From an optimization exercise on the open Yosys and OpenROAD flow, aimed at small area and a short achievable clock period; shortcuts taken in it are not production practice.
Function was not checked in any run shown here: the RTL went through the layout flow alone.

==> design/flow/design.v <==
package cic_pkg;
  localparam int IN_WIDTH  = 18;
  localparam int OUT_WIDTH = 18;
  localparam int ACC_WIDTH = 42;
endpackage
module cic_round (
  input  logic [cic_pkg::ACC_WIDTH-1:0]  acc,
  input  logic [2:0]                     sel,
  output logic [cic_pkg::OUT_WIDTH-1:0]  slice,
  output logic                           rnd_bit
);
  always_comb begin
    case (sel)
      3'd0:    begin slice = acc[21:4];  rnd_bit = acc[3];  end
      3'd1:    begin slice = acc[25:8];  rnd_bit = acc[7];  end
      3'd2:    begin slice = acc[29:12]; rnd_bit = acc[11]; end
      3'd3:    begin slice = acc[33:16]; rnd_bit = acc[15]; end
      3'd4:    begin slice = acc[37:20]; rnd_bit = acc[19]; end
      default: begin slice = acc[41:24]; rnd_bit = acc[23]; end
    endcase
  end
endmodule
module cic_add #(
  parameter int W    = 42,
  parameter int KIND = 0
) (
  input  logic [W-1:0] a,
  input  logic [W-1:0] b,
  input  logic         ci,
  output logic [W-1:0] s
);
  localparam int L = $clog2(W);
  logic [W-1:0] g [0:2*L+1];
  logic [W-1:0] p [0:2*L+1];
  logic [W-1:0] p0;
  assign p0 = a ^ b;
  assign g[0] = {a[W-1:1] & b[W-1:1], (a[0] & b[0]) | (p0[0] & ci)};
  assign p[0] = p0;
  generate
    if (KIND == 0) begin : g_sk
      for (genvar l = 0; l < L; l++) begin : lv
        for (genvar i = 0; i < W; i++) begin : bt
          if ((i >> l) & 1) begin : m
            localparam int J = ((i >> l) << l) - 1;
            assign g[l+1][i] = g[l][i] | (p[l][i] & g[l][J]);
            assign p[l+1][i] = p[l][i] & p[l][J];
          end else begin : k
            assign g[l+1][i] = g[l][i];
            assign p[l+1][i] = p[l][i];
          end
        end
      end
      assign s[0] = p0[0] ^ ci;
      assign s[W-1:1] = p0[W-1:1] ^ g[L][W-2:0];
    end else if (KIND == 1) begin : g_ks
      for (genvar l = 0; l < L; l++) begin : lv
        for (genvar i = 0; i < W; i++) begin : bt
          if (i >= (1 << l)) begin : m
            assign g[l+1][i] = g[l][i] | (p[l][i] & g[l][i-(1<<l)]);
            assign p[l+1][i] = p[l][i] & p[l][i-(1<<l)];
          end else begin : k
            assign g[l+1][i] = g[l][i];
            assign p[l+1][i] = p[l][i];
          end
        end
      end
      assign s[0] = p0[0] ^ ci;
      assign s[W-1:1] = p0[W-1:1] ^ g[L][W-2:0];
    end else if (KIND == 2) begin : g_bk
      for (genvar l = 0; l < L; l++) begin : up
        for (genvar i = 0; i < W; i++) begin : bt
          if ((i % (2 << l)) == (2 << l) - 1) begin : m
            assign g[l+1][i] = g[l][i] | (p[l][i] & g[l][i-(1<<l)]);
            assign p[l+1][i] = p[l][i] & p[l][i-(1<<l)];
          end else begin : k
            assign g[l+1][i] = g[l][i];
            assign p[l+1][i] = p[l][i];
          end
        end
      end
      for (genvar l = L - 2; l >= 0; l--) begin : dn
        for (genvar i = 0; i < W; i++) begin : bt
          if ((i % (2 << l)) == (1 << l) - 1 && i >= (2 << l)) begin : m
            assign g[2*L-1-l][i] = g[2*L-2-l][i] | (p[2*L-2-l][i] & g[2*L-2-l][i-(1<<l)]);
            assign p[2*L-1-l][i] = p[2*L-2-l][i] & p[2*L-2-l][i-(1<<l)];
          end else begin : k
            assign g[2*L-1-l][i] = g[2*L-2-l][i];
            assign p[2*L-1-l][i] = p[2*L-2-l][i];
          end
        end
      end
      assign s[0] = p0[0] ^ ci;
      assign s[W-1:1] = p0[W-1:1] ^ g[2*L-1][W-2:0];
    end else begin : g_hc
      for (genvar l = 0; l < L; l++) begin : lv
        for (genvar i = 0; i < W; i++) begin : bt
          if (l == 0 && (i % 2) == 1) begin : m0
            assign g[l+1][i] = g[l][i] | (p[l][i] & g[l][i-1]);
            assign p[l+1][i] = p[l][i] & p[l][i-1];
          end else if (l > 0 && (i % 2) == 1 && i >= (1 << l) + 1) begin : m
            assign g[l+1][i] = g[l][i] | (p[l][i] & g[l][i-(1<<l)]);
            assign p[l+1][i] = p[l][i] & p[l][i-(1<<l)];
          end else begin : k
            assign g[l+1][i] = g[l][i];
            assign p[l+1][i] = p[l][i];
          end
        end
      end
      for (genvar i = 0; i < W; i++) begin : ev
        if ((i % 2) == 0 && i >= 2) begin : m
          assign g[L+1][i] = g[L][i] | (p[L][i] & g[L][i-1]);
        end else begin : k
          assign g[L+1][i] = g[L][i];
        end
      end
      assign s[0] = p0[0] ^ ci;
      assign s[W-1:1] = p0[W-1:1] ^ g[L+1][W-2:0];
    end
  endgenerate
endmodule
module cic_interpolator (
  input  logic                clock,
  input  logic                reset_n,
  input  logic [5:0]          interpolation,
  input  logic                clear_underflow,
  output logic                underflow,
  input  logic                out_strobe,
  input  logic                in_valid,
  input  logic signed [17:0]  in_data,
  output logic                in_ready,
  output logic                out_valid,
  output logic signed [17:0]  out_data
);
  localparam int AW   = cic_pkg::ACC_WIDTH;
  localparam int KIND = 0;
  logic [5:0]          phase_q;
  logic                phase_nz_q;
  logic [17:0]         sample0_q, sample1_q;
  logic [18:0]         comb_last1_q;
  logic [19:0]         comb2_q, comb_last2_q;
  logic [20:0]         comb3_q, comb_last3_q;
  logic [21:0]         comb4_q, comb_last4_q;
  logic [21:0]         integ1_q;
  logic [AW-1:0]       integ2_q, integ3_q, integ4_q, integ5_q;
  logic [17:0]         out_data_q;
  logic                out_valid_q;
  logic                underflow_q;
  logic                load_tick;
  logic                wrap;
  logic [17:0]         x;
  logic [18:0]         comb1;
  logic [19:0]         csa_s, csa_c;
  logic [19:0]         comb2_d;
  logic [20:0]         comb3_d;
  logic [21:0]         comb4_d;
  logic [AW-1:0]       sum2, sum3, sum4, sum5;
  logic [2:0]          slice_sel;
  logic [17:0]         slice;
  logic                rnd_bit;
  assign load_tick = out_strobe && !phase_nz_q;
  assign x         = in_valid ? in_data : 18'd0;
  assign wrap      = ({1'b0, phase_q} + 7'd1) >= {1'b0, interpolation};
  cic_add #(.W(19), .KIND(KIND)) u_comb1 (
    .a({sample0_q[17], sample0_q}), .b(~{sample1_q[17], sample1_q}), .ci(1'b1), .s(comb1));
  always_comb begin
    logic [19:0] a, b, c;
    a = {{2{sample0_q[17]}}, sample0_q};
    b = ~{{2{sample1_q[17]}}, sample1_q};
    c = ~{comb_last1_q[18], comb_last1_q};
    csa_s = a ^ b ^ c;
    csa_c = {(a[18:0] & b[18:0]) | (a[18:0] & c[18:0]) | (b[18:0] & c[18:0]), 1'b1};
  end
  cic_add #(.W(20), .KIND(KIND)) u_comb2 (.a(csa_s), .b(csa_c), .ci(1'b1), .s(comb2_d));
  cic_add #(.W(21), .KIND(KIND)) u_comb3 (
    .a({comb2_q[19], comb2_q}), .b(~{comb_last2_q[19], comb_last2_q}), .ci(1'b1), .s(comb3_d));
  cic_add #(.W(22), .KIND(KIND)) u_comb4 (
    .a({comb3_q[20], comb3_q}), .b(~{comb_last3_q[20], comb_last3_q}), .ci(1'b1), .s(comb4_d));
  cic_add #(.W(AW), .KIND(KIND)) u_add2 (
    .a(integ2_q), .b({{(AW-22){integ1_q[21]}}, integ1_q}), .ci(1'b0), .s(sum2));
  cic_add #(.W(AW), .KIND(KIND)) u_add3 (.a(integ3_q), .b(integ2_q), .ci(1'b0), .s(sum3));
  cic_add #(.W(AW), .KIND(KIND)) u_add4 (.a(integ4_q), .b(integ3_q), .ci(1'b0), .s(sum4));
  cic_add #(.W(AW), .KIND(KIND)) u_add5 (.a(integ5_q), .b(integ4_q), .ci(1'b0), .s(sum5));
  always_comb begin
    if (interpolation < 6'd2 || interpolation > 6'd40) slice_sel = 3'd5;
    else if (interpolation <= 6'd2)  slice_sel = 3'd0;
    else if (interpolation <= 6'd4)  slice_sel = 3'd1;
    else if (interpolation <= 6'd8)  slice_sel = 3'd2;
    else if (interpolation <= 6'd16) slice_sel = 3'd3;
    else if (interpolation <= 6'd32) slice_sel = 3'd4;
    else                             slice_sel = 3'd5;
  end
  cic_round u_round (
    .acc     (integ5_q),
    .sel     (slice_sel),
    .slice   (slice),
    .rnd_bit (rnd_bit)
  );
  always_ff @(posedge clock or negedge reset_n) begin
    if (!reset_n) begin
      phase_q      <= '0;
      phase_nz_q   <= 1'b0;
      sample0_q    <= '0;
      sample1_q    <= '0;
      comb_last1_q <= '0;
      comb2_q      <= '0;
      comb_last2_q <= '0;
      comb3_q      <= '0;
      comb_last3_q <= '0;
      comb4_q      <= '0;
      comb_last4_q <= '0;
      integ1_q     <= '0;
      integ2_q     <= '0;
      integ3_q     <= '0;
      integ4_q     <= '0;
      integ5_q     <= '0;
      out_valid_q  <= 1'b0;
      underflow_q  <= 1'b0;
    end else begin
      if (out_strobe) begin
        phase_q    <= wrap ? 6'd0 : phase_q + 6'd1;
        phase_nz_q <= !wrap;
        integ2_q   <= sum2;
        integ3_q   <= sum3;
        integ4_q   <= sum4;
        integ5_q   <= sum5;
      end
      if (load_tick) begin
        sample0_q    <= x;
        sample1_q    <= sample0_q;
        comb_last1_q <= comb1;
        comb2_q      <= comb2_d;
        comb_last2_q <= comb2_q;
        comb3_q      <= comb3_d;
        comb_last3_q <= comb3_q;
        comb4_q      <= comb4_d;
        comb_last4_q <= comb4_q;
        integ1_q     <= comb_last4_q;
      end
      out_valid_q <= out_strobe;
      if (load_tick && !in_valid) underflow_q <= 1'b1;
      else if (clear_underflow)   underflow_q <= 1'b0;
    end
  end
  always_ff @(posedge clock) begin
    out_data_q <= slice + 18'(rnd_bit);
  end
  assign in_ready  = load_tick;
  assign out_valid = out_valid_q;
  assign out_data  = out_data_q;
  assign underflow = underflow_q;
endmodule
==> design/flow/run.sh <==
#!/bin/bash
# synth_recipe.tcl (not shown) runs the flow's synth.tcl, then flattens the netlist and writes it again
# the make line also repeats each setting of config.mk as NAME=value (left out here)
make -C /OpenROAD-flow-scripts/flow DESIGN_CONFIG=/design/flow/config.mk WORK_HOME=/design/flow/orfs CLKGATE_MAP_FILE= SYNTH_SCRIPT=/design/flow/synth_recipe.tcl finish
==> design/flow/config.mk <==
export PLATFORM = sky130hd
export DESIGN_NAME = cic_interpolator
export DESIGN_NICKNAME = cic_interpolator
export VERILOG_FILES = /design/flow/design.v
export SDC_FILE = /design/flow/constraint.sdc
export NUM_CORES = 4
export LEC_CHECK = 0
export CAP_MARGIN = 20
export CORE_MARGIN = 2
export CORE_UTILIZATION = 55
export PLACE_DENSITY = 0.65
export SETUP_SLACK_MARGIN = 3.35
export SLEW_MARGIN = 20
==> design/flow/constraint.sdc <==
create_clock -name core_clock -period 6.5 [get_ports {clock}]
set_input_delay 1.3000 -clock core_clock [delete_from_list [all_inputs] [get_ports {clock}]]
set_output_delay 1.3000 -clock core_clock [all_outputs]
set_load 0.01 [all_outputs]
==> qor_table.md, run 1 <==
| Result | Reported |
|:---|:---|
| Data arrival at the endpoint of the critical path | 4.18 ns |
| DIE AREA | 47,600 sq um |
| Number of primary I/O pins | 50 |
| Maximum buffer depth of the clock tree | 3 |
| Tightest Pin Transition | 0.939 ns |
| Overflow left after global routing | 0 |
| Clock tree from TritonCTS | built |
| CTS root buf | clkbuf_16 |
| Vertical die dimension | 218 um |
| Horiz. Die Dim | 218 um |
| Fraction of final layout cells sized beyond drive strength 1 | 0.227 |
| Count of different cell masters after synthesis | 84 |
| Slowest stage cell, crit path | or4b_4 |
| Buffers on Ports | 49 |
| Sequence of cells on the critical path | buf_8 > or4b_4 > a21boi_4 > buf_12 > buf_4 > a222oi_1 > a31oi_2 > ha_2 > ha_4 > inv_4 > or3_4 > nor4b_4 > xor2_1 |
| Hold Crit Class | register to register |
| Area Overhead vs Synth | 21.3% |
| Vias in the first global route | 19,500 |
| Required time worst endpoint | 7.01 ns |
| Critical path class | input port to register |
| Synth Warn # | 17 |
| Clock Skews | 0.0106 ns |
| Vias per inst | 5.72 |
| CP startpoint kind | input port |
| HPWL after detailed placement | 37,400 um |
| Area of all placed cells without fillers | 30,600 sq um |
| Source-to-sink clock delay at the later pin of the worst-skew pair | 0.58 ns |
| Maximum number of pins on one net before global-route repair | 139 |
| Clock slew at reported path FFs | 0.06 ns |
| Number of antenna violations at the first check in global routing | 0 |
| Total routing resource utilization after global routing | 0.247 |
| Crit end category | register |
| Final Net Count | 3,101 |
| Dominant cells by area after synthesis | dfrtp_1, ha_1, nand2_1 |
| Gp weighted congestion | 0.870 |
| Synth Net Count | 2,905 |
| Endpoints failing hold | 0 |
| Hold buffer count at cts | 0 |
| Total via count after detailed routing | 19,400 |
| Slowest Stage Delay on Critical Path | 0.58 ns |
| Final-layout fill cell count | 3,445 |
| CTS Sinks | 398 |
| Fraction of the yosys area taken by sequential cells | 0.392 |
| Number of buffers inserted during clock tree synthesis | 46 |
| DRC marker count from the first detailed-route iteration | 1,266 |
| Cells after Synth | 2,571 |
| Wire length reported by the detailed router | 59,300 um |
| Fin. max-slew vios | 0 |
| Max Clock Freq | 272 MHz |
| DRC errors left | 0 |
| Outcome | no timing/DRC/antenna violations |
| Antenna-violating nets left | 0 |
| ANT cells | 0 |
| Seq cells post-synth | 398 |
| Area taken by multi-input logic gates | 15,800 sq um |
| Post-synthesis async set-or-reset flop share | 0.955 |
| Portion of synthesized cell area occupied by the leading cell type | 0.377 |
| Relative slew margins | 0.374 |
| Starting utilization of the core area | 0.557 |
| Mapped cell area | 25,200 sq um |
| Critical-path maximum fanout | 8 |
| Sequential cell area in the final layout | 9880 sq um |
| Final setup vio count | 0 |
| Top cell type by total area after synthesis | dfrtp_1 |
| Count of H-tree levels built during CTS | 2 |
| Final worst-path cycle share | 0.565 |
| Wire length of the first global-routing pass | 95,800 um |
| Setup repair after global routing missed its margin | yes |
| Average cell area after synthesis | 9.80 sq um |
| Placeable core area | 45,300 sq um |
| Number of maximum-capacitance violations | 0 |
| Drt pass-1 iters | 11 |
| Placed cell areas | 26,300 sq um |
| Final period demand of the worst path | 3.67 ns |
| Routed len/inst | 17.5 um |
| Std-Cell Rows | 78 |
| Predominant post-synthesis flop cell | dfrtp_1 |
| Number of enable flip-flop cells after synthesis | 0 |
| Core occupancy in the finished layout | 0.675 |
| Final TNS setup | 0 ns |
==> area by class of cell <==
cell class / count / share of cell area
tap: 600 / 0.0246
clock buffer: 64 / 0.0425
clock inverter: 15 / 0.00585
timing repair buffer: 229 / 0.0656
timing repair inverter: 2 / 0.000573
sequential: 398 / 0.323
multi-input combinational: 1922 / 0.516
inverter: 168 / 0.0212
==> registers in the layout, summed over array words and instances, names as in the netlist, 21 cells and up <==
signal,count
integ3_q,42
integ2_q,42
comb_last4_q,22
comb_last3_q,21
comb3_q,21
integ4_q,42
comb4_q,22
integ5_q,42
integ1_q,22
==> critical path, delay by kind of cell <==
kind                       cells  cell delay [ns]
adders and majority gates      2             0.44
AOI/OAI and AO/OA              3             0.56
xor gates and xnor gates       1             0.15
and+or+nand+nor                3             1.31
buffers and inverters          4             0.40
==> path summary, 6_finish.rpt <==
| path | startpoint | endpoint | slack [ns] | cells past startpoint |
|---|---|---|---|---|
| worst min register to register | comb4_q[0] | comb_last4_q[0] | 0.46 | 2 |
| max in group asynchronous | reset_n | comb2_q[11] | 4.45 | 2 |
| worst min-delay path | comb4_q[0] | comb_last4_q[0] | 0.46 | 2 |
| worst max-delay path | interpolation[2] | out_data_q[16] | 2.83 | 13 |
| worst max register to register | sample1_q[2] | comb2_q[16] | 3.13 | 13 |
| min in group asynchronous | reset_n | integ3_q[41] | 0.75 | 1 |
==> metal layers <==
metal | share of wire | GRT usage | up-vias
met2 | 0.52 | 0.449 | 434
met3 | 0.040 | 0.0339 | 166
li1 | - | - | 9401
met5 | 0 | 0 | -
met4 | 0.040 | 0.0925 | 0
met1 | 0.40 | 0.298 | 9429
==> Yosys cell counts (10+ instances only) <==
cell,number
o21bai_1,14
xor2_1,61
clkbuf_1,70
inv_1,168
mux2_2,123
or3_1,11
nand2b_1,28
nor2_1,100
a31oi_1,20
nand4_1,16
dfrtp_1,380
o21ai_0,202
o21a_1,20
fa_1,62
dfxtp_1,18
nand3_1,48
nand2_1,376
a222oi_1,19
ha_1,243
a211oi_1,16
nor3_1,27
mux2i_1,11
o31ai_1,11
a22oi_1,22
or2_2,10
o211ai_1,11
a21o_1,56
xnor2_1,140
a21oi_1,134
and3_1,19
nor2b_1,21
==> through the flow <==
stage	setup WS (ns)	hold slack [ns]	instances
6_report	2.83	0.463	3398
5_1_grt	2.82	0.492	3398
4_1_cts	3.10	0.466	3335
3_5_place_dp	1.29	0.450	3143
3_3_place_gp	1.45	0.448	3143
2_1_floorplan	2.44	0.438	2571
==> layout by cell type, fill, tap and decap left out, drive strengths merged, types with 21 or more instances in the layout <==
cell	n
a21o	56
a21oi	134
a22oi	22
a31oi	21
buf	187
clkbuf	66
clkdlybuf4s50	40
dfrtp	380
fa	62
ha	243
inv	171
mux2	123
nand2	378
nand2b	28
nand3	49
nor2	101
nor2b	21
nor3	28
o21a	22
o21ai	204
xnor2	140
xor2	61
==> repair_timing <==
| action | in CTS | in global routing |
|---|---|---|
| buffers inserted | 105 | 63 |
| endpoints found under the setup margin | 111 | 86 |
| pin swaps | 100 | 149 |
| cloned | 8 | 0 |
| gates resized for setup | 202 | 171 |
==> kinds of logic (layout without fill, tap and decap cells) <==
family	after synthesis	in the layout	share of synthesized area
multiplexers	134	134	0.0593
AND/OR/NAND/NOR	696	698	0.125
buffers and inverters	256	478	0.0396
AO/OA/AOI/OAI	581	584	0.145
flip-flops	398	398	0.392
XOR/XNOR	201	201	0.0698
adder cells (fa/ha/maj)	305	305	0.170
==> run 2: changes to the inputs <==
--- a/design/flow/config.mk
+++ b/design/flow/config.mk
@@ -8,6 +8,6 @@
 export CAP_MARGIN = 20
 export CORE_MARGIN = 2
-export CORE_UTILIZATION = 55
-export PLACE_DENSITY = 0.65
-export SETUP_SLACK_MARGIN = 3.35
+export CORE_UTILIZATION = 40
+export PLACE_DENSITY = 0.6
+export SETUP_SLACK_MARGIN = 3.2
 export SLEW_MARGIN = 20
==> run 2 against run 1 <==
Non-clock buffer count down 65. Wire length fell by 1.9%. Die area increased by 37%. Cell count is 5.3% higher. Global-route usage down 6.9 points. Setup slack gained 0.056 ns. Sequential share of layout area rose by 0.53 points. Synthesized area unchanged. Critical endpoint is now out_data_q[17]. Largest cell class unchanged.
==> qor_table.md, run 2 <==
| Result | Reported |
|:---|:---|
| Instance count along the most critical hold path | 2 |
| Final Net Count | 3,035 |
| Mapped cell area | 25,200 sq um |
| Slowest Stage Delay on Critical Path | 0.47 ns |
| Placed cell areas | 26,500 sq um |
| CP startpoint kind | input port |
| Maximum buffer depth of the clock tree | 3 |
| Portion of synthesized cell area occupied by the leading cell type | 0.377 |
| Number of maximum-capacitance violations | 0 |
| Number of primary I/O pins | 50 |
| Wire length of the first global-routing pass | 95,200 um |
| Sequence of cells on the critical path | buf_12 > buf_4 > inv_2 > nand3_2 > a2111oi_4 > buf_4 > a222oi_1 > a31oi_1 > and3b_1 > nand2_1 > or3_4 > nor3_4 > nand3_2 > xor2_1 |
| Setup slack of the critical path after layout | 2.88 ns |
| Final-layout fill cell count | 5,733 |
| Fin. max-slew vios | 0 |
| Setup repair after global routing missed its margin | yes |
| Most common library cell in the layout ignoring fill and taps | dfrtp_1 |
| Final setup vio count | 0 |
| Number of cells on the critical path | 14 |
| Hold Crit Class | register to register |
| Post-synthesis async set-or-reset flop share | 0.955 |
| Slowest stage cell, crit path | a2111oi_4 |
| Routed len/inst | 16.3 um |
| Predominant post-synthesis flop cell | dfrtp_1 |
| Cells after DPL | 3,390 |
| Endpoints failing hold | 0 |
| Synth Net Count | 2,905 |
| Top-count cell post-synth | dfrtp_1 |
| Final TNS setup | 0 ns |
| Finished Layout Cells | 3,579 |
| Outcome | no timing/DRC/antenna violations |
| Fraction of the yosys area taken by sequential cells | 0.392 |
| DIE AREA | 65,000 sq um |
| Seq cells post-synth | 398 |
| Critical-path maximum fanout | 6 |
| Data arrival at the endpoint of the critical path | 4.08 ns |
| Hold buffer count at cts | 0 |
| Final worst-path cycle share | 0.556 |
| Total routing resource utilization after global routing | 0.179 |
| ANT cells | 0 |
| Gp weighted congestion | 0.847 |
| Dominant cells by area after synthesis | dfrtp_1, ha_1, nand2_1 |
| DRC errors left | 0 |
| Number of enable flip-flop cells after synthesis | 0 |
| DRC marker count from the first detailed-route iteration | 1,274 |
| Number of antenna violations at the first check in global routing | 0 |
| Wire length reported by the detailed router | 58,200 um |
| Crit end category | register |
| Total via count after detailed routing | 18,900 |
| Count of H-tree levels built during CTS | 2 |
| Buffers on Ports | 49 |
| Top cell family by delay on the critical path | simple AND/OR/NAND/NOR gates |
| Final period demand of the worst path | 3.62 ns |
| Std-Cell Rows | 92 |
| Count of different cell masters after synthesis | 84 |
| Top cell type by total area after synthesis | dfrtp_1 |
| Vertical die dimension | 255 um |
| Most instantiated cells after synthesis | dfrtp_1, nand2_1, ha_1 |
| Vias in the first global route | 19,200 |
| Average cell area after synthesis | 9.80 sq um |
| Number of buffers inserted during clock tree synthesis | 45 |
| Commonest non-fill, non-tap cells in the layout | dfrtp_1, nand2_1, ha_1 |
| Required time worst endpoint | 6.97 ns |
| Relative slew margins | 0.353 |
| Synth Warn # | 17 |
| Placeable core area | 62,700 sq um |
| Source-to-sink clock delay at the later pin of the worst-skew pair | 0.60 ns |
| Reg2Reg Depth | 13 |
| Worst slack at placement | 1.33 ns |
| Worst path buffer plus inverter count | 4 |
| Drt pass-1 iters | 9 |
| Horiz. Die Dim | 255 um |
| Area of all placed cells without fillers | 30,000 sq um |
| CTS root buf | clkbuf_16 |
| Max Clock Freq | 277 MHz |
| Clock slew at reported path FFs | 0.06 ns |
| Area Overhead vs Synth | 19.2% |
| Clock tree from TritonCTS | built |
| Maximum number of pins on one net before global-route repair | 186 |
| Tightest Pin Transition | 0.970 ns |
| Clock Skews | 0.0232 ns |
| Antenna-violating nets left | 0 |
| Overflow left after global routing | 0 |
| CTS Sinks | 398 |
| Cells after Synth | 2,571 |
| Critical path class | input port to register |
| Starting utilization of the core area | 0.402 |
| Fraction of final layout cells sized beyond drive strength 1 | 0.179 |
| Vias per inst | 5.28 |
| HPWL after detailed placement | 37,600 um |
## run 2: changes by cell type in the layout (fill, tap and decap cells not counted), sizes merged
cell / change
buf: -69
clkbuf: -4
bufbuf: +3
bufinv: +2
clkdlybuf4s15: +1
clkinvlp: +1
dlygate4sd2: +1
o21a: -1
o22ai: +1
## run 2: layout make-up
cell class / count / area [sq um] / area share
clock buffers: 61 / 1280 / 0.0425
clock inverters: 18 / 274 / 0.00912
inverters: 168 / 649 / 0.0216
multi-input cells: 1922 / 15300 / 0.510
flip-flops and latches: 398 / 9870 / 0.329
well taps: 846 / 1060 / 0.0352
repair buffers: 164 / 1590 / 0.0529
repair inverters: 2 / 17.5 / 0.000583
## run 2: cells by family after synthesis
family	count (synthesis)	synth area share
AOI/OAI and AO/OA	581	0.145
xor gates and xnor gates	201	0.0698
adders and majority gates	305	0.170
buffers and inverters	256	0.0396
DFF	398	0.392
muxes	134	0.0593
and+or+nand+nor	696	0.125
## run 2: timing repair
item                       in CTS  in global routing
pin swaps                      54                 71
buffers inserted               63                 35
setup endpoints to repair     133                 71
gates resized for setup       136                111
cloned                         10                  1
## run 2: worst register-to-register path, cell delays in order (launching register included)
cell and delay, ns:
dfrtp_2 0.44, ha_4 0.24, o211ai_1 0.29, a21oi_4 0.08, nor4b_4 0.32, o31ai_2 0.12
a21o_1 0.24, a31oi_4 0.28, nor4_2 0.06, o22a_2 0.29, a2111oi_4 0.47, buf_4 0.20
a211o_1 0.08, nand4_1 0.06
## run 2: worst paths after layout
check | start | end | slack [ns]
worst max register to register | integ2_q[3] | integ2_q[41] | 3.19
worst max-delay path | interpolation[2] | out_data_q[17] | 2.88
max in group asynchronous | reset_n | comb2_q[8] | 4.34
worst min-delay path | comb_last4_q[14] | integ1_q[14] | 0.46
worst min register to register | comb_last4_q[14] | integ1_q[14] | 0.46
min in group asynchronous | reset_n | integ2_q[35] | 0.73
## run 2: layer usage
layer  vias to the layer above  wire length [um]  GRT usage
li1                       9257                 -          -
met1                      9209             25200      0.223
met2                       327             29300      0.317
met3                       114              2090     0.0253
met4                         0              1530     0.0578
met5                         -                 0          0
## run 2: stage by stage
stage               utilization  hold slack (ns)
finish                    0.479            0.463
global route              0.479            0.490
CTS                       0.466            0.466
detailed placement        0.423            0.452
global placement          0.423            0.447
floorplan                     -            0.438
==> run 3: changes to the inputs <==
--- a/design/flow/design.v
+++ b/design/flow/design.v
@@ -143,5 +143,6 @@
   logic [21:0]         integ1_q;
   logic [AW-1:0]       integ2_q, integ3_q, integ4_q, integ5_q;
-  logic [17:0]         out_data_q;
+  logic [17:0]         out_slice_q;
+  logic [2:0]          out_carry_q;
   logic                out_valid_q;
   logic                underflow_q;
@@ -243,9 +244,14 @@
   end
   always_ff @(posedge clock) begin
-    out_data_q <= slice + 18'(rnd_bit);
+    out_slice_q    <= slice;
+    out_carry_q[0] <= rnd_bit;
+    out_carry_q[1] <= rnd_bit & (&slice[5:0]);
+    out_carry_q[2] <= rnd_bit & (&slice[11:0]);
   end
   assign in_ready  = load_tick;
   assign out_valid = out_valid_q;
-  assign out_data  = out_data_q;
+  assign out_data  = {out_slice_q[17:12] + 6'(out_carry_q[2]),
+                      out_slice_q[11:6]  + 6'(out_carry_q[1]),
+                      out_slice_q[5:0]   + 6'(out_carry_q[0])};
   assign underflow = underflow_q;
 endmodule
==> run 3 against run 2 <==
Flip-flop and latch count increased by 3. Hold slack got worse by 0.00063 ns. Die area increased by 1.0%. Count of clock-buffer cells in the layout increased by 2. Synthesized area increased by 1.0%. Critical endpoint is now integ5_q[30]. Highest routed layer unchanged.
==> qor_table.md, run 3 <==
| Result | Reported |
|:---|:---|
| Setup repair after global routing missed its margin | yes |
| Gp weighted congestion | 0.879 |
| Number of buffers inserted during clock tree synthesis | 47 |
| Starting utilization of the core area | 0.404 |
| DRC errors left | 0 |
| Number of enable flip-flop cells after synthesis | 0 |
| Clock Skews | 0.0203 ns |
| Hold buffer count at cts | 0 |
| Portion of synthesized cell area occupied by the leading cell type | 0.373 |
| Total via count after detailed routing | 19,100 |
| CP startpoint kind | register |
| Most common library cell in the layout ignoring fill and taps | nand2_1 |
| Most instantiated cells after synthesis | nand2_1, dfrtp_1, ha_1 |
| Hold Crit Class | register to register |
| Top metal layer carrying routed signals | met4 |
| Tightest Pin Transition | 0.982 ns |
| Vertical die dimension | 256 um |
| Final Net Count | 3,048 |
| Synth Warn # | 17 |
| ANT cells | 0 |
| Met2 wire length | 28,600 um |
| Crit end category | register |
| Core occupancy in the finished layout | 0.470 |
| Met3 wire length | 1680 um |
| Clock slew at reported path FFs | 0.06 ns |
| Fraction of final layout cells sized beyond drive strength 1 | 0.138 |
| CTS root buf | clkbuf_16 |
| Maximum buffer depth of the clock tree | 3 |
| Mapped cell area | 25,500 sq um |
| Number of maximum-capacitance violations | 0 |
| Endpoints failing hold | 0 |
| Fin. max-slew vios | 0 |
| Antenna-violating nets left | 0 |
| Synth Net Count | 2,968 |
| Count of different cell masters after synthesis | 74 |
| CTS Sinks | 401 |
| Critical path class | register to register |
| Critical-path maximum fanout | 4 |
| Data arrival at the endpoint of the critical path | 3.87 ns |
| Count of H-tree levels built during CTS | 2 |
| Clock tree from TritonCTS | built |
| Top cell type by total area after synthesis | dfrtp_1 |
| Total routing resource utilization after global routing | 0.175 |
| Seq cells post-synth | 401 |
| Buffers on Ports | 49 |
| Overflow left after global routing | 0 |
| Register-to-register path setup slack | 3.10 ns |
| Vias in the first global route | 19,400 |
| Max Clock Freq | 294 MHz |
| Cells after Synth | 2,630 |
| Instance count along the most critical hold path | 2 |
| Met1 Routed Length | 25,600 um |
| DRC marker count from the first detailed-route iteration | 1,271 |
| Fraction of the yosys area taken by sequential cells | 0.390 |
| Placeable core area | 63,000 sq um |
| Wire length reported by the detailed router | 56,900 um |
| Reg2Reg Depth | 19 |
| Source-to-sink clock delay at the later pin of the worst-skew pair | 0.59 ns |
| Post-synthesis async set-or-reset flop share | 0.948 |
| Std-Cell Rows | 92 |
| Top-count cell post-synth | nand2_1 |
| Number of primary I/O pins | 50 |
| Predominant post-synthesis flop cell | dfrtp_1 |
| Drt pass-1 iters | 7 |
| Required time worst endpoint | 6.97 ns |
| Final worst-path cycle share | 0.523 |
| Wire length of the first global-routing pass | 97,000 um |
| Horiz. Die Dim | 256 um |
| Dominant cells by area after synthesis | dfrtp_1, ha_1, nand2_1 |
| Commonest non-fill, non-tap cells in the layout | nand2_1, dfrtp_1, ha_1 |
| Vias per inst | 5.31 |
| Final setup vio count | 0 |
| Routed len/inst | 15.8 um |
| HPWL after detailed placement | 39,300 um |
| Final TNS setup | 0 ns |
| Number of antenna violations at the first check in global routing | 0 |
| Area Overhead vs Synth | 16.2% |
| DIE AREA | 65,700 sq um |
| Final period demand of the worst path | 3.40 ns |
| Maximum number of pins on one net before global-route repair | 136 |
| Outcome | no timing/DRC/antenna violations |
| Relative slew margins | 0.345 |
| Worst hold slack | 0.462 ns |
| Average cell area after synthesis | 9.68 sq um |
-- run 3: layout make-up --
cell class | instances | area [sq um]
Tap cell | 846 | 1060
Inverter | 154 | 591
Timing Repair Buffer | 119 | 1130
Multi-Input combinational cell | 1986 | 15100
Fill cell | 5871 | 33400
Clock inverter | 25 | 355
Sequential cell | 401 | 9940
Clock buffer | 63 | 1380
Timing Repair inverter | 1 | 8.76
-- run 3: layer usage --
metal	global-route usage	vias to the layer above
li1	-	9448
met5	0	-
met3	0.0257	83
met4	0.0461	0
met2	0.310	290
met1	0.222	9285
-- run 3: final timing paths --
kind / from / to
min in group asynchronous: reset_n / integ2_q[41]
hold reg to reg: comb4_q[14] / comb_last4_q[14]
setup reg to reg: integ4_q[15] / integ5_q[30]
max in group asynchronous: reset_n / sample0_q[12]
setup / recovery: integ4_q[15] / integ5_q[30]
hold / removal: comb4_q[14] / comb_last4_q[14]
-- run 3: logic make-up (layout without fill, tap and decap cells) --
family | Yosys count | after routing | synth area share
buf+inv | 243 | 362 | 0.0364
mux | 110 | 110 | 0.0481
simple gates | 772 | 772 | 0.138
flops | 401 | 401 | 0.390
compound gates | 635 | 635 | 0.162
xor+xnor | 160 | 160 | 0.0550
fa+ha+maj | 309 | 309 | 0.170
-- run 3: worst max-delay path: stages (launching register included) --
cell	delay [ns]
dfrtp_2	0.43
ha_4	0.26
and3_1	0.20
and3_2	0.24
a22oi_2	0.27
a21boi_4	0.10
o21ai_2	0.20
a21boi_2	0.10
buf_4	0.15
buf_4	0.12
buf_4	0.12
buf_4	0.12
buf_4	0.12
buf_4	0.12
buf_4	0.12
buf_4	0.12
buf_4	0.13
nor3_2	0.13
nor3_2	0.06
a21o_1	0.16
-- run 3: timing repair --
item,4_1_cts,5_1_grt
buffers inserted,29,26
endpoints found under the setup margin,44,82
resized for setup,68,77
cloned,1,1
pin swaps,29,48
-- run 3: per-stage QoR --
| step | instances | instance area (sq um) | setup WS (ns) |
|---|---|---|---|
| floorplan | 2630 | 25500 | 3.18 |
| global placement | 3450 | 26800 | 2.31 |
| detailed placement | 3450 | 26800 | 2.25 |
| CTS | 3568 | 29000 | 3.08 |
| global route | 3595 | 29600 | 2.97 |
| finish | 3595 | 29600 | 3.10 |
==> run 4: changes to the inputs <==
==> design/flow/flow/run.sh (new file) <==
#!/bin/bash
# Standard ORFS layout (the standard.sh), with clock tree synthesis told
# not to add dummy loads. Make's full output goes to flow_make.log.
set -euo pipefail
bash standard.sh \
  "CTS_ARGS=-sink_clustering_enable -repair_clock_nets -dont_use_dummy_load" \
  finish > flow_make.log 2>&1
==> design/flow/standard.sh (new file) <==
#!/bin/bash
# synth_recipe.tcl (not shown) runs the flow's synth.tcl, then flattens the netlist and writes it again
# the make line also repeats each setting of config.mk as NAME=value (left out here)
make -C /OpenROAD-flow-scripts/flow DESIGN_CONFIG=/design/flow/config.mk WORK_HOME=/design/flow/orfs CLKGATE_MAP_FILE= SYNTH_SCRIPT=/design/flow/synth_recipe.tcl "${@:-finish}"
removed: design/flow/run.sh
==> run 4 against run 3 <==
Still clean on timing, DRC and antenna. Count of clock-buffer cells in the layout down 16. Sequential share of layout area up 0.56 points. Clock skew up 0.015 ns. Utilization down 0.77 points. Highest routed layer unchanged.
==> qor_table.md, run 4 <==
| Result | Reported |
|:---|:---|
| Worst-case hold path end point | comb_last4_q[14] |
| Most instantiated cells after synthesis | nand2_1, dfrtp_1, ha_1 |
| Most common library cell in the layout ignoring fill and taps | nand2_1 |
| Vias per inst | 5.37 |
| Worst Min Path Start | comb4_q[14] |
| Final Net Count | 3,050 |
| Fraction of final layout cells sized beyond drive strength 1 | 0.130 |
| Count of H-tree levels built during CTS | 2 |
| Maximum buffer depth of the clock tree | 3 |
| DRC errors left | 0 |
| Number of primary I/O pins | 50 |
| Max Clock Freq | 302 MHz |
| CP startpoint kind | register |
| Predominant post-synthesis flop cell | dfrtp_1 |
| Register-to-register path setup slack | 3.18 ns |
| Number of enable flip-flop cells after synthesis | 0 |
| Top cell type by total area after synthesis | dfrtp_1 |
| Worst r2r dst | comb2_q[16] |
| HPWL after detailed placement | 39,300 um |
| Fin. max-slew vios | 0 |
| Clock Skews | 0.0353 ns |
| DIE AREA | 65,700 sq um |
| Top-count cell post-synth | nand2_1 |
| Routed len/inst | 16.0 um |
| Required time worst endpoint | 7.00 ns |
| Final worst-path cycle share | 0.510 |
| Area Overhead vs Synth | 14.3% |
| ANT cells | 0 |
| DRC marker count from the first detailed-route iteration | 1,208 |
| Average cell area after synthesis | 9.68 sq um |
| Vertical die dimension | 256 um |
| Number of maximum-capacitance violations | 0 |
| Worst hold slack | 0.446 ns |
| Horiz. Die Dim | 256 um |
| Seq cells post-synth | 401 |
| Outcome | no timing/DRC/antenna violations |
| Gp weighted congestion | 0.879 |
| Count of different cell masters after synthesis | 74 |
| Cells after Synth | 2,630 |
| Commonest non-fill, non-tap cells in the layout | nand2_1, dfrtp_1, ha_1 |
| Crit end category | register |
| Starting utilization of the core area | 0.404 |
| Critical path class | register to register |
| Antenna-violating nets left | 0 |
| Slowest Stage Delay on Critical Path | 0.58 ns |
| Total via count after detailed routing | 19,100 |
| CTS root buf | clkbuf_16 |
| Post-synthesis async set-or-reset flop share | 0.948 |
| Mapped cell area | 25,500 sq um |
| Sequence of cells on the critical path | inv_2 > fa_1 > ha_1 > nor2b_1 > o21a_1 > o21ai_2 > a211oi_2 > o21a_1 > o31a_1 > o21a_1 > fa_2 > nand2_2 > o21ai_2 |
| Critical Path Most Common Cell | o21a_1 |
| Buffers on Ports | 49 |
| Synth Net Count | 2,968 |
| Clock slew at reported path FFs | 0.06 ns |
| Maximum number of pins on one net before global-route repair | 136 |
| Final setup vio count | 0 |
| Clock tree from TritonCTS | built |
| Slowest stage cell, crit path | fa_1 |
| Instance count along the most critical hold path | 2 |
| Relative slew margins | 0.332 |
| Dominant cells by area after synthesis | dfrtp_1, ha_1, nand2_1 |
| Reg2Reg Launch Point | sample1_q[2] |
| Drt pass-1 iters | 8 |
| Setup repair after global routing missed its margin | yes |
| Vias in the first global route | 19,400 |
| Overflow left after global routing | 0 |
| CTS Sinks | 401 |
| Portion of synthesized cell area occupied by the leading cell type | 0.373 |
| Std-Cell Rows | 92 |
| Source-to-sink clock delay at the later pin of the worst-skew pair | 0.58 ns |
| Reg2Reg Depth | 13 |
| Critical-path maximum fanout | 4 |
| Wire length reported by the detailed router | 56,900 um |
| Data arrival at the endpoint of the critical path | 3.82 ns |
| Total routing resource utilization after global routing | 0.174 |
| Number of antenna violations at the first check in global routing | 0 |
| Final period demand of the worst path | 3.32 ns |
| Number of buffers inserted during clock tree synthesis | 47 |
| Final TNS setup | 0 ns |
| Tightest Pin Transition | 1.00 ns |
| Wire length of the first global-routing pass | 96,600 um |
| Endpoints failing hold | 0 |
| Synth Warn # | 17 |
| Hold Crit Class | register to register |
| Crit path launch | sample1_q[2] |
| Placeable core area | 63,000 sq um |
| Fraction of the yosys area taken by sequential cells | 0.390 |
==> run 4: cell counts after synthesis <==
Identical to the previous run, type by type.
==> run 4: timing repair <==
| action | 4_1_cts | 5_1_grt |
|---|---|---|
| pin swaps | 29 | 55 |
| gates resized for setup | 72 | 85 |
| gates cloned | 1 | 1 |
| buffers inserted | 29 | 28 |
| hold buffers | 0 | 0 |
| setup endpoints to repair | 43 | 85 |
==> run 4: worst max-delay path, delay by kind of cell, from the launching register on <==
family / cells / cell delay, ns
AO/OA/AOI/OAI: 7 / 1.28
AND/OR/NAND/NOR: 2 / 0.19
buffers and inverters: 1 / 0.06
adder cells (fa/ha/maj): 3 / 1.36
flip-flops: 1 / 0.36
==> run 4: worst max-delay path by stage <==
| stage | to | depth (start not counted) |
|---|---|---|
| global placement | out_carry_q[2] | 9 |
| CTS | comb2_q[16] | 12 |
| detailed placement | out_carry_q[2] | 9 |
| finish | comb2_q[16] | 13 |
| global route | comb2_q[16] | 13 |
| floorplan | in_ready | 6 |
==> run 4: area by class of cell <==
type,count,area (sq um)
fillers,5924,33900
multi-input cells,1986,15200
inverters,154,591
clock buffers,47,1180
repair inverters,1,8.76
flip-flops and latches,401,9940
repair buffers,121,1180
well taps,846,1060
==> run 4: through the flow <==
stage	util	std cells	setup WS [ns]	instance area, sq um
2_1_floorplan	-	2630	3.18	25500
3_3_place_gp	0.426	3450	2.31	26800
3_5_place_dp	0.426	3450	2.25	26800
4_1_cts	0.453	3527	3.08	28500
5_1_grt	0.462	3556	3.02	29100
6_report	0.462	3556	3.18	29100
==> run 4: kinds of logic (layout without fill, tap and decap cells) <==
family | count (synthesis) | count (layout) | synth area share
compound gates | 635 | 635 | 0.162
simple gates | 772 | 772 | 0.138
buf+inv | 243 | 323 | 0.0364
flops | 401 | 401 | 0.390
mux | 110 | 110 | 0.0481
fa+ha+maj | 309 | 309 | 0.170
xor+xnor | 160 | 160 | 0.0550
==> run 4: per-layer routing <==
metal / part of all wire / track usage / up-vias
met5: 0 / 0 / -
met4: 0.021 / 0.0486 / 0
met2: 0.50 / 0.309 / 275
met1: 0.45 / 0.221 / 9320
li1: - / - / 9404
met3: 0.030 / 0.0216 / 87
==> run 5: changes to the inputs <==
==> design/flow/flow/run.sh (replaced) <==
#!/bin/bash
# Standard ORFS layout (the standard.sh) with: no dummy loads in clock
# tree synthesis, and buf_2 as the port buffer. Make's output: flow_make.log.
set -euo pipefail
bash standard.sh \
  "CTS_ARGS=-sink_clustering_enable -repair_clock_nets -dont_use_dummy_load" \
  "BUFFER_PORTS_ARGS=-buffer_cell sky130_fd_sc_hd__buf_2" \
  finish > flow_make.log 2>&1
==> run 5 against run 4 <==
Sequential share of layout area up 0.42 points. Fmax down 1.2%. Die area did not move. Cell count down 0.17%. Largest cell class unchanged.
==> qor_table.md, run 5 <==
| Result | Reported |
|:---|:---|
| Outcome | no timing/DRC/antenna violations |
| Clock Skews | 0.0526 ns |
| Commonest non-fill, non-tap cells in the layout | nand2_1, dfrtp_1, ha_1 |
| Relative slew margins | 0.351 |
| CTS root buf | clkbuf_16 |
| DRC errors left | 0 |
| Critical Path Most Common Cell | o21a_1 |
| Critical path class | register to register |
| Met1 track demand over resource in global routing | 0.220 |
| Synth Net Count | 2,968 |
| ANT cells | 0 |
| Core occupancy in the finished layout | 0.457 |
| Max Clock Freq | 298 MHz |
| Wire length reported by the detailed router | 57,000 um |
| Fin. max-slew vios | 0 |
| Endpoints failing hold | 0 |
| Mapped cell area | 25,500 sq um |
| Fraction of final layout cells sized beyond drive strength 1 | 0.141 |
| Reg2Reg Launch Point | sample1_q[2] |
| Hold buffer count at cts | 0 |
| Number of primary I/O pins | 50 |
| Number of antenna violations at the first check in global routing | 0 |
| Cells after Synth | 2,630 |
| Hold Crit Class | register to register |
| Grt met2 use | 0.311 |
| Final-layout fill cell count | 5,977 |
| Portion of synthesized cell area occupied by the leading cell type | 0.373 |
| Clock tree from TritonCTS | built |
| Placeable core area | 63,000 sq um |
| DIE AREA | 65,700 sq um |
| Most common library cell in the layout ignoring fill and taps | nand2_1 |
| Starting utilization of the core area | 0.404 |
| Slowest Stage Delay on Critical Path | 0.58 ns |
| Worst Min Path Start | comb_last4_q[10] |
| Required time worst endpoint | 6.96 ns |
| Vias in the first global route | 19,800 |
| Final Net Count | 3,044 |
| Count of H-tree levels built during CTS | 2 |
| Number of maximum-capacitance violations | 0 |
| Clock slew at reported path FFs | 0.05 ns |
| Top-count cell post-synth | nand2_1 |
| Maximum buffer depth of the clock tree | 3 |
| Top cell type by total area after synthesis | dfrtp_1 |
| CP startpoint kind | register |
| Synth Warn # | 17 |
| Maximum number of pins on one net before global-route repair | 142 |
| Gp weighted congestion | 0.831 |
| Most instantiated cells after synthesis | nand2_1, dfrtp_1, ha_1 |
| Seq cells post-synth | 401 |
| CTS Sinks | 401 |
| Tightest Pin Transition | 0.974 ns |
| Predominant post-synthesis flop cell | dfrtp_1 |
| Final TNS setup | 0 ns |
| Critical-path maximum fanout | 4 |
| Most congested layer reported by global routing | met2 |
| Source-to-sink clock delay at the later pin of the worst-skew pair | 0.59 ns |
| Final setup vio count | 0 |
| Setup repair after global routing missed its margin | yes |
| Post-synthesis async set-or-reset flop share | 0.948 |
| Std-Cell Rows | 92 |
| Slowest stage cell, crit path | fa_1 |
| Count of different cell masters after synthesis | 74 |
| Data arrival at the endpoint of the critical path | 3.81 ns |
| Area Overhead vs Synth | 12.9% |
| Met3 track utilization from global routing | 0.0229 |
| Overflow left after global routing | 0 |
| Final period demand of the worst path | 3.36 ns |
| Antenna-violating nets left | 0 |
| Drt pass-1 iters | 8 |
| Total routing resource utilization after global routing | 0.174 |
| Buffers on Ports | 49 |
| Finished Layout Cells | 3,550 |
| Vias per inst | 5.38 |
| Sequence of cells on the critical path | inv_2 > fa_1 > ha_1 > nor2b_4 > o21a_1 > o21ai_2 > a211oi_2 > o21a_1 > o31a_1 > o21a_1 > fa_1 > xnor2_1 > o21ai_0 |
| DRC marker count from the first detailed-route iteration | 1,179 |
| Vertical die dimension | 256 um |
| HPWL after detailed placement | 39,300 um |
| Number of buffers inserted during clock tree synthesis | 48 |
| Total via count after detailed routing | 19,100 |
| Horiz. Die Dim | 256 um |
| Final worst-path cycle share | 0.516 |
| Average cell area after synthesis | 9.68 sq um |
| Number of enable flip-flop cells after synthesis | 0 |
| Cells after DPL | 3,450 |
| Fraction of the yosys area taken by sequential cells | 0.390 |
| Routed len/inst | 16.1 um |
| Dominant cells by area after synthesis | dfrtp_1, ha_1, nand2_1 |
| Crit end category | register |
| Wire length of the first global-routing pass | 96,900 um |
| Crit path launch | sample1_q[2] |
run 5: cell families (layout without fill, tap and decap cells):
| group | count (synthesis) | count (layout) | share of synthesized area |
|---|---|---|---|
| xor+xnor | 160 | 160 | 0.0550 |
| fa+ha+maj | 309 | 309 | 0.170 |
| mux | 110 | 110 | 0.0481 |
| simple gates | 772 | 774 | 0.138 |
| compound gates | 635 | 635 | 0.162 |
| flops | 401 | 401 | 0.390 |
| buf+inv | 243 | 315 | 0.0364 |
run 5: timing repair:
action                                  in CTS  in global routing
hold endpoints to repair                     0                  0
endpoints found under the setup margin      30                 43
pin swaps                                   24                 57
gates cloned                                 3                  1
gates resized for setup                     46                 76
buffers inserted                            24                 24
run 5: stage by stage:
step                      setup WS (ns)  cell area, sq um  hold slack [ns]
after global routing               2.93             28800            0.471
after global placement             2.53             26600            0.449
final                              3.14             28800            0.443
after floorplan                    3.18             25500            0.438
after detailed placement           2.51             26600            0.450
after CTS                          3.11             28200            0.431
run 5: cell type report:
class | instances | area (sq um) | area share
Timing Repair inverter | 1 | 8.76 | 0.000305
Inverter | 154 | 593 | 0.0206
Clock buffer | 48 | 1200 | 0.0418
Sequential cell | 401 | 9940 | 0.346
Multi-Input combinational cell | 1988 | 15100 | 0.526
Tap cell | 846 | 1060 | 0.0368
Timing Repair Buffer | 112 | 823 | 0.0286
run 5: worst paths after layout:
kind                                     to  slack, ns  cells after the start
setup / recovery                comb2_q[17]       3.14                     13
max in group asynchronous  comb_last4_q[13]       4.31                      2
setup reg to reg                comb2_q[17]       3.14                     13
min in group asynchronous      integ2_q[40]       0.79                      1
hold / removal                 integ1_q[10]       0.44                      2
hold reg to reg                integ1_q[10]       0.44                      2
run 5: routing by layer:
| metal | routed length [um] | part of all wire |
|---|---|---|
| met1 | 25500 | 0.45 |
| met2 | 28500 | 0.50 |
| met3 | 1720 | 0.030 |
| met4 | 1280 | 0.022 |
| met5 | 0 | 0 |
run 5: worst max-delay path: cells and delay by family, from the launching register on:
kind / cells / cell delay [ns]
DFF: 1 / 0.37
and+or+nand+nor: 1 / 0.13
AOI/OAI and AO/OA: 7 / 1.33
buffers and inverters: 1 / 0.05
adders and majority gates: 3 / 1.20
xor gates and xnor gates: 1 / 0.14
==> run 6: changes to the inputs <==
==> design/flow/flow/run.sh (replaced) <==
#!/bin/bash
# Standard ORFS layout (the standard.sh) with: no dummy loads in clock
# tree synthesis, power (area) recovery after global routing.
set -euo pipefail
bash standard.sh \
  "CTS_ARGS=-sink_clustering_enable -repair_clock_nets -dont_use_dummy_load" \
  RECOVER_POWER=100 \
  finish > flow_make.log 2>&1
==> run 6 against run 5 <==
The layout now fails its checks (capacitance limit, slew limit). Sequential share of layout area rose by 0.13 points. Highest routed layer unchanged. Synthesized area did not move.
==> qor_table.md, run 6 <==
| Result | Reported |
|:---|:---|
| CTS root buf | clkbuf_16 |
| Critical-path maximum fanout | 78 |
| Overflow left after global routing | 0 |
| Number of buffers inserted during clock tree synthesis | 47 |
| Area taken by multi-input logic gates | 14,800 sq um |
| Tightest Pin Transition | 4.07 ns |
| Hold Crit Class | register to register |
| Crit path launch | out_strobe |
| Area Overhead vs Synth | 12.5% |
| Reasons for failing layout checks | capacitance limit, slew limit |
| Worst Min Path Start | comb4_q[14] |
| Slowest Stage Delay on Critical Path | 2.84 ns |
| Gp weighted congestion | 0.879 |
| Endpoints failing hold | 0 |
| Buffers on Ports | 49 |
| Top cell type by total area after synthesis | dfrtp_1 |
| Clock Skews | 0.0354 ns |
| Predominant post-synthesis flop cell | dfrtp_1 |
| Required time worst endpoint | 6.98 ns |
| DIE AREA | 65,700 sq um |
| Relative slew margins | -1.71 |
| ANT cells | 0 |
| Data arrival at the endpoint of the critical path | 5.01 ns |
| Cells after Synth | 2,630 |
| Count of H-tree levels built during CTS | 2 |
| Final Net Count | 3,050 |
| Antenna-violating nets left | 0 |
| Fin. max-slew vios | 330 |
| Clock tree from TritonCTS | built |
| Top-count cell post-synth | nand2_1 |
| Wire length reported by the detailed router | 57,000 um |
| Vias in the first global route | 19,400 |
| Outcome | failed layout checks |
| Number of maximum-capacitance violations | 4 |
| Setup repair after global routing missed its margin | yes |
| Commonest non-fill, non-tap cells in the layout | nand2_1, dfrtp_1, ha_1 |
| Vertical die dimension | 256 um |
| Portion of synthesized cell area occupied by the leading cell type | 0.373 |
| Synth Net Count | 2,968 |
| Count of different cell masters after synthesis | 74 |
| Average cell area after synthesis | 9.68 sq um |
| DRC marker count from the first detailed-route iteration | 1,299 |
| Crit end category | register |
| Number of primary I/O pins | 50 |
| Final-layout fill cell count | 6,000 |
| Routed len/inst | 16.0 um |
| Most common library cell in the layout ignoring fill and taps | nand2_1 |
| Reg2Reg Launch Point | phase_nz_q |
| Seq cells post-synth | 401 |
| Placeable core area | 63,000 sq um |
| Wire length of the first global-routing pass | 96,600 um |
| Mapped cell area | 25,500 sq um |
| Final worst-path cycle share | 0.696 |
| Final TNS setup | 0 ns |
| Final period demand of the worst path | 4.53 ns |
| DRC errors left | 0 |
| Most instantiated cells after synthesis | nand2_1, dfrtp_1, ha_1 |
| Number of enable flip-flop cells after synthesis | 0 |
| Source-to-sink clock delay at the later pin of the worst-skew pair | 0.58 ns |
| Top cell family by delay on the critical path | buffers and inverters |
| Total routing resource utilization after global routing | 0.174 |
| CP startpoint kind | input port |
| HPWL after detailed placement | 39,300 um |
| Cells after DPL | 3,450 |
| Slowest stage cell, crit path | clkbuf_1 |
| Maximum buffer depth of the clock tree | 3 |
| Sequential cell area in the final layout | 9940 sq um |
| Std-Cell Rows | 92 |
| Total via count after detailed routing | 19,100 |
| Maximum number of pins on one net before global-route repair | 136 |
| Fraction of the yosys area taken by sequential cells | 0.390 |
| Final setup vio count | 0 |
| Dominant cells by area after synthesis | dfrtp_1, ha_1, nand2_1 |
| Worst path buffer plus inverter count | 2 |
| Drt pass-1 iters | 8 |
| Critical path class | input port to register |
| Max Clock Freq | 221 MHz |
| Number of antenna violations at the first check in global routing | 0 |
| Vias per inst | 5.37 |
| Fraction of final layout cells sized beyond drive strength 1 | 0.106 |
| Starting utilization of the core area | 0.404 |
| Synth Warn # | 17 |
| CTS Sinks | 401 |
| Post-synthesis async set-or-reset flop share | 0.948 |
| Finished Layout Cells | 3,556 |
| Sequence of cells on the critical path | buf_16 > clkbuf_1 > mux2_2 |
| Clock slew at reported path FFs | 0.06 ns |
| Horiz. Die Dim | 256 um |
run 6: cell counts after synthesis:
No cell type changed its count.
run 6: cell families after synthesis:
| logic type | after synthesis | share of synthesized area |
|---|---|---|
| compound gates | 635 | 0.162 |
| xor+xnor | 160 | 0.0550 |
| fa+ha+maj | 309 | 0.170 |
| buf+inv | 243 | 0.0364 |
| flops | 401 | 0.390 |
| mux | 110 | 0.0481 |
| simple gates | 772 | 0.138 |
run 6: per-layer routing:
| layer | share of wire | vias to the layer above | wire (um) | global-route usage |
|---|---|---|---|---|
| met3 | 0.030 | 93 | 1710 | 0.0216 |
| met4 | 0.021 | 0 | 1210 | 0.0486 |
| met1 | 0.45 | 9291 | 25500 | 0.221 |
| li1 | - | 9408 | - | - |
| met2 | 0.50 | 294 | 28500 | 0.309 |
| met5 | 0 | - | 0 | 0 |
run 6: worst register-to-register path, cell delays in order (launching register included):
cell and delay (ns):
dfrtp_1 0.32, inv_1 0.11, nand2_1 0.30, buf_4 0.73, clkbuf_2 1.66, o21ai_0 0.33
run 6: path summary, 6_finish.rpt:
path	endpoint	slack (ns)	cells past startpoint
max in group asynchronous	integ4_q[15]	2.56	2
hold / removal	comb_last4_q[14]	0.44	2
setup / recovery	integ5_q[2]	1.97	3
hold reg to reg	comb_last4_q[14]	0.44	2
setup reg to reg	comb_last1_q[7]	2.86	5
min in group asynchronous	integ2_q[41]	0.72	1
run 6: final cells by class:
| cell class | instances | share of cell area |
|---|---|---|
| Clock buffer | 47 | 0.0410 |
| Inverter | 154 | 0.0202 |
| Multi-Input combinational cell | 1986 | 0.517 |
| Sequential cell | 401 | 0.347 |
| Tap cell | 846 | 0.0369 |
| Timing Repair Buffer | 121 | 0.0376 |
| Timing Repair inverter | 1 | 0.000306 |
run 6: what timing repair did:
| action | in CTS | in global routing |
|---|---|---|
| hold buffers | 0 | 0 |
| buffers inserted | 29 | 28 |
| endpoints found under the setup margin | 43 | 85 |
| cloned | 1 | 1 |
| pin swaps | 29 | 55 |
| resized for setup | 72 | 85 |
run 6: metrics by stage:
stage / area (sq um) / setup slack (ns) / hold WS [ns] / utilization
final: 28700 / 1.97 / 0.444 / 0.455
after floorplan: 25500 / 3.18 / 0.438 / -
after global placement: 26800 / 2.31 / 0.449 / 0.426
after CTS: 28500 / 3.08 / 0.450 / 0.453
after detailed placement: 26800 / 2.25 / 0.450 / 0.426
after global routing: 28700 / 1.59 / 0.485 / 0.455
==> run 7: changes to the inputs <==
--- a/design/flow/design.v
+++ b/design/flow/design.v
@@ -118,4 +118,33 @@
     end
   endgenerate
+endmodule
+module cic_acc #(
+  parameter int W = 42
+) (
+  input  logic [W-1:0] a,
+  input  logic [W-1:0] b,
+  input  logic         en,
+  output logic [W-1:0] d
+);
+  localparam int L = $clog2(W);
+  logic [W-1:0] g [0:L];
+  logic [W-1:0] p [0:L];
+  logic [W-1:0] carry;
+  assign g[0] = a & b;
+  assign p[0] = a ^ b;
+  for (genvar l = 0; l < L; l++) begin : lv
+    for (genvar i = 0; i < W; i++) begin : bt
+      if ((i >> l) & 1) begin : m
+        localparam int J = ((i >> l) << l) - 1;
+        assign g[l+1][i] = g[l][i] | (p[l][i] & g[l][J]);
+        assign p[l+1][i] = p[l][i] & p[l][J];
+      end else begin : k
+        assign g[l+1][i] = g[l][i];
+        assign p[l+1][i] = p[l][i];
+      end
+    end
+  end
+  assign carry = {g[L][W-2:0], 1'b0};
+  assign d = a ^ ({W{en}} & (b ^ carry));
 endmodule
 module cic_interpolator (
@@ -155,5 +184,5 @@
   logic [20:0]         comb3_d;
   logic [21:0]         comb4_d;
-  logic [AW-1:0]       sum2, sum3, sum4, sum5;
+  logic [AW-1:0]       integ2_d, integ3_d, integ4_d, integ5_d;
   logic [2:0]          slice_sel;
   logic [17:0]         slice;
@@ -177,9 +206,9 @@
   cic_add #(.W(22), .KIND(KIND)) u_comb4 (
     .a({comb3_q[20], comb3_q}), .b(~{comb_last3_q[20], comb_last3_q}), .ci(1'b1), .s(comb4_d));
-  cic_add #(.W(AW), .KIND(KIND)) u_add2 (
-    .a(integ2_q), .b({{(AW-22){integ1_q[21]}}, integ1_q}), .ci(1'b0), .s(sum2));
-  cic_add #(.W(AW), .KIND(KIND)) u_add3 (.a(integ3_q), .b(integ2_q), .ci(1'b0), .s(sum3));
-  cic_add #(.W(AW), .KIND(KIND)) u_add4 (.a(integ4_q), .b(integ3_q), .ci(1'b0), .s(sum4));
-  cic_add #(.W(AW), .KIND(KIND)) u_add5 (.a(integ5_q), .b(integ4_q), .ci(1'b0), .s(sum5));
+  cic_acc #(.W(AW)) u_acc2 (
+    .a(integ2_q), .b({{(AW-22){integ1_q[21]}}, integ1_q}), .en(out_strobe), .d(integ2_d));
+  cic_acc #(.W(AW)) u_acc3 (.a(integ3_q), .b(integ2_q), .en(out_strobe), .d(integ3_d));
+  cic_acc #(.W(AW)) u_acc4 (.a(integ4_q), .b(integ3_q), .en(out_strobe), .d(integ4_d));
+  cic_acc #(.W(AW)) u_acc5 (.a(integ5_q), .b(integ4_q), .en(out_strobe), .d(integ5_d));
   always_comb begin
     if (interpolation < 6'd2 || interpolation > 6'd40) slice_sel = 3'd5;
@@ -221,9 +250,9 @@
         phase_q    <= wrap ? 6'd0 : phase_q + 6'd1;
         phase_nz_q <= !wrap;
-        integ2_q   <= sum2;
-        integ3_q   <= sum3;
-        integ4_q   <= sum4;
-        integ5_q   <= sum5;
-      end
+      end
+      integ2_q <= integ2_d;
+      integ3_q <= integ3_d;
+      integ4_q <= integ4_d;
+      integ5_q <= integ5_d;
       if (load_tick) begin
         sample0_q    <= x;
==> design/flow/flow/run.sh (replaced) <==
#!/bin/bash
# Standard ORFS layout (the standard.sh), with clock tree synthesis told
# not to add dummy loads. Make's full output goes to flow_make.log.
set -euo pipefail
bash standard.sh \
  "CTS_ARGS=-sink_clustering_enable -repair_clock_nets -dont_use_dummy_load" \
  finish > flow_make.log 2>&1
==> run 7 against run 6 <==
Now clean on timing, DRC and antenna. Via count up 4.0%. Highest routed layer unchanged. Wire length rose by 1.4%. Global-route usage decreased by 0.079 points.
==> qor_table.md, run 7 <==
| Result | Reported |
|:---|:---|
| Maximum number of pins on one net before global-route repair | 139 |
| Std-Cell Rows | 93 |
| Vertical die dimension | 258 um |
| Register-to-register path setup slack | 3.25 ns |
| Reg2Reg Depth | 11 |
| Tightest Pin Transition | 0.896 ns |
| Setup repair after global routing missed its margin | yes |
| Most instantiated cells after synthesis | nand2_1, dfrtp_1, ha_1 |
| Horiz. Die Dim | 258 um |
| Vias in the first global route | 19,800 |
| Worst-case hold path end point | comb_last4_q[8] |
| Final worst-path cycle share | 0.501 |
| Number of enable flip-flop cells after synthesis | 0 |
| Outcome | no timing/DRC/antenna violations |
| Count of H-tree levels built during CTS | 2 |
| Synth Net Count | 3,107 |
| Maximum buffer depth of the clock tree | 3 |
| CTS root buf | clkbuf_16 |
| Core occupancy in the finished layout | 0.461 |
| Starting utilization of the core area | 0.403 |
| Area of all placed cells without fillers | 29,600 sq um |
| Wire length of the first global-routing pass | 97,100 um |
| Number of antenna violations at the first check in global routing | 0 |
| Synth Warn # | 17 |
| ANT cells | 0 |
| Cells after DPL | 3,622 |
| Predominant post-synthesis flop cell | dfrtp_1 |
| Final-layout fill cell count | 6,087 |
| Total via count after detailed routing | 19,900 |
| Vias per inst | 5.31 |
| DRC marker count from the first detailed-route iteration | 1,257 |
| Number of maximum-capacitance violations | 0 |
| HPWL after detailed placement | 40,100 um |
| Clock tree from TritonCTS | built |
| CTS Sinks | 401 |
| Portion of synthesized cell area occupied by the leading cell type | 0.368 |
| Worst hold slack | 0.394 ns |
| Placed cell areas | 27,300 sq um |
| Routed len/inst | 15.4 um |
| Clock Skews | 0.107 ns |
| CP startpoint kind | register |
| Overflow left after global routing | 0 |
| Average cell area after synthesis | 9.26 sq um |
| Mapped cell area | 25,900 sq um |
| Final period demand of the worst path | 3.25 ns |
| Gp weighted congestion | 0.833 |
| Cells after Synth | 2,793 |
| Seq cells post-synth | 401 |
| Final Net Count | 3,200 |
| Count of different cell masters after synthesis | 80 |
| Hold Crit Class | register to register |
| Max Clock Freq | 307 MHz |
| DRC errors left | 0 |
| Commonest non-fill, non-tap cells in the layout | nand2_1, dfrtp_1, xnor2_1 |
| Sequence of cells on the critical path | ha_4 > o21ai_2 > a211o_1 > or3_1 > o21a_2 > o31a_1 > o41a_4 > o21ai_4 > a31oi_4 > mux2i_1 > o21ai_1 |
| Finished Layout Cells | 3,739 |
| Drt pass-1 iters | 11 |
| Critical-path maximum fanout | 8 |
| DIE AREA | 66,700 sq um |
| Slowest stage cell, crit path | dfrtp_2 |
| Instance count along the most critical hold path | 2 |
| Wire length reported by the detailed router | 57,800 um |
| Crit end category | register |
| Most common library cell in the layout ignoring fill and taps | nand2_1 |
| Post-synthesis async set-or-reset flop share | 0.948 |
[run 7: critical path, delay by kind of cell, from the launching register on]
family | cells | cell delay, ns
fa+ha+maj | 1 | 0.30
compound gates | 8 | 1.82
simple gates | 1 | 0.35
flops | 1 | 0.45
mux | 1 | 0.18
[run 7: how the worst max path moves through the flow]
stage                           start      endpoint  cells past startpoint
after global routing      integ2_q[6]  integ2_q[41]                     12
after detailed placement   out_strobe      in_ready                      4
after CTS                  comb2_q[0]   comb3_q[17]                     14
after global placement     out_strobe      in_ready                      4
final                     integ3_q[7]  integ3_q[41]                     11
after floorplan            out_strobe      in_ready                      4
[run 7: metal layers]
metal | up-vias | GRT usage | wire length [um] | share of wire
li1 | 9856 | - | - | -
met1 | 9563 | 0.215 | 25200 | 0.44
met2 | 336 | 0.313 | 29200 | 0.51
met3 | 98 | 0.0242 | 1960 | 0.034
met4 | 0 | 0.0470 | 1440 | 0.025
met5 | - | 0 | 0 | 0
[run 7: stage by stage]
| stage | setup WS (ns) |
|---|---|
| global route | 3.13 |
| global placement | 2.01 |
| CTS | 3.19 |
| floorplan | 3.14 |
| finish | 3.25 |
| detailed placement | 1.98 |
[run 7: cell families (layout without fill, tap and decap cells)]
logic type / Yosys count / count (layout) / synth area share
DFF: 401 / 401 / 0.384
xor gates and xnor gates: 350 / 350 / 0.118
and+or+nand+nor: 882 / 884 / 0.153
buffers and inverters: 245 / 334 / 0.0357
adders and majority gates: 285 / 285 / 0.149
muxes: 12 / 12 / 0.00474
AOI/OAI and AO/OA: 618 / 618 / 0.155
[run 7: what timing repair did]
| item | 4_1_cts | 5_1_grt |
|---|---|---|
| pin swaps | 27 | 43 |
| hold endpoints to repair | 0 | 0 |
| gates resized for setup | 68 | 77 |
| gates cloned | 5 | 0 |
| hold buffers | 0 | 0 |
| setup endpoints to repair | 78 | 57 |
| setup buffers | 22 | 42 |
[run 7: final cells by class]
cell class                 count  area, sq um  share of cell area
multi-input combinational   2149        15600               0.525
sequential                   401         9950               0.336
timing repair buffer         129         1200              0.0407
clock buffer                  48         1200              0.0406
tap                          855         1070              0.0361
inverter                     155          602              0.0203
timing repair inverter         2         17.5            0.000592

==> static timing again, ports no longer ideal <==
Ports are ideal in the flow. The routed layouts listed here were re-timed in OpenROAD. Step 1 (the two cells are an assumption about what drives the block):
set clk [get_ports {clock}]
set_driving_cell -lib_cell sky130_fd_sc_hd__clkbuf_16 $clk
set_driving_cell -lib_cell sky130_fd_sc_hd__buf_2 [delete_from_list [all_inputs] $clk]
Step 2 also shifts input and output timing later by t, the mid clock arrival at the registers, as if the neighbouring blocks saw the same clock. a / b / c = no drivers / after step 1 / after step 2; a / b = the first two.
| run | t (ns) | setup slack, ns | slew at the worst register clock pin (ns) | worst data-port slew with drivers (ns) | pins driven straight from the clock port |
|---|---|---|---|---|---|
| run 1 | 0.637 | 2.829 / 2.823 / 2.186 | 0.06 / 0.06 | 0.11 | 1 |
| run 2 | 0.642 | 2.884 / 2.886 / 2.244 | 0.06 / 0.06 | 0.31 | 1 |
| run 3 | 0.645 | 3.101 / 3.101 / 2.741 | 0.07 / 0.07 | 0.18 | 1 |
| run 4 | 0.625 | 3.184 / 3.140 / 2.744 | 0.06 / 0.06 | 0.17 | 1 |
| run 5 | 0.623 | 3.143 / 3.138 / 2.851 | 0.06 / 0.06 | 0.17 | 1 |
| run 6 | 0.625 | 1.974 / 1.892 / 1.267 | 0.06 / 0.06 | 0.14 | 1 |
| run 7 | 0.635 | 3.245 / 3.130 / 2.722 | 0.06 / 0.06 | 0.12 | 1 |
The setup slack of run 6, which loses most, moves by -0.082 ns with the drivers and by -0.707 ns with both steps.
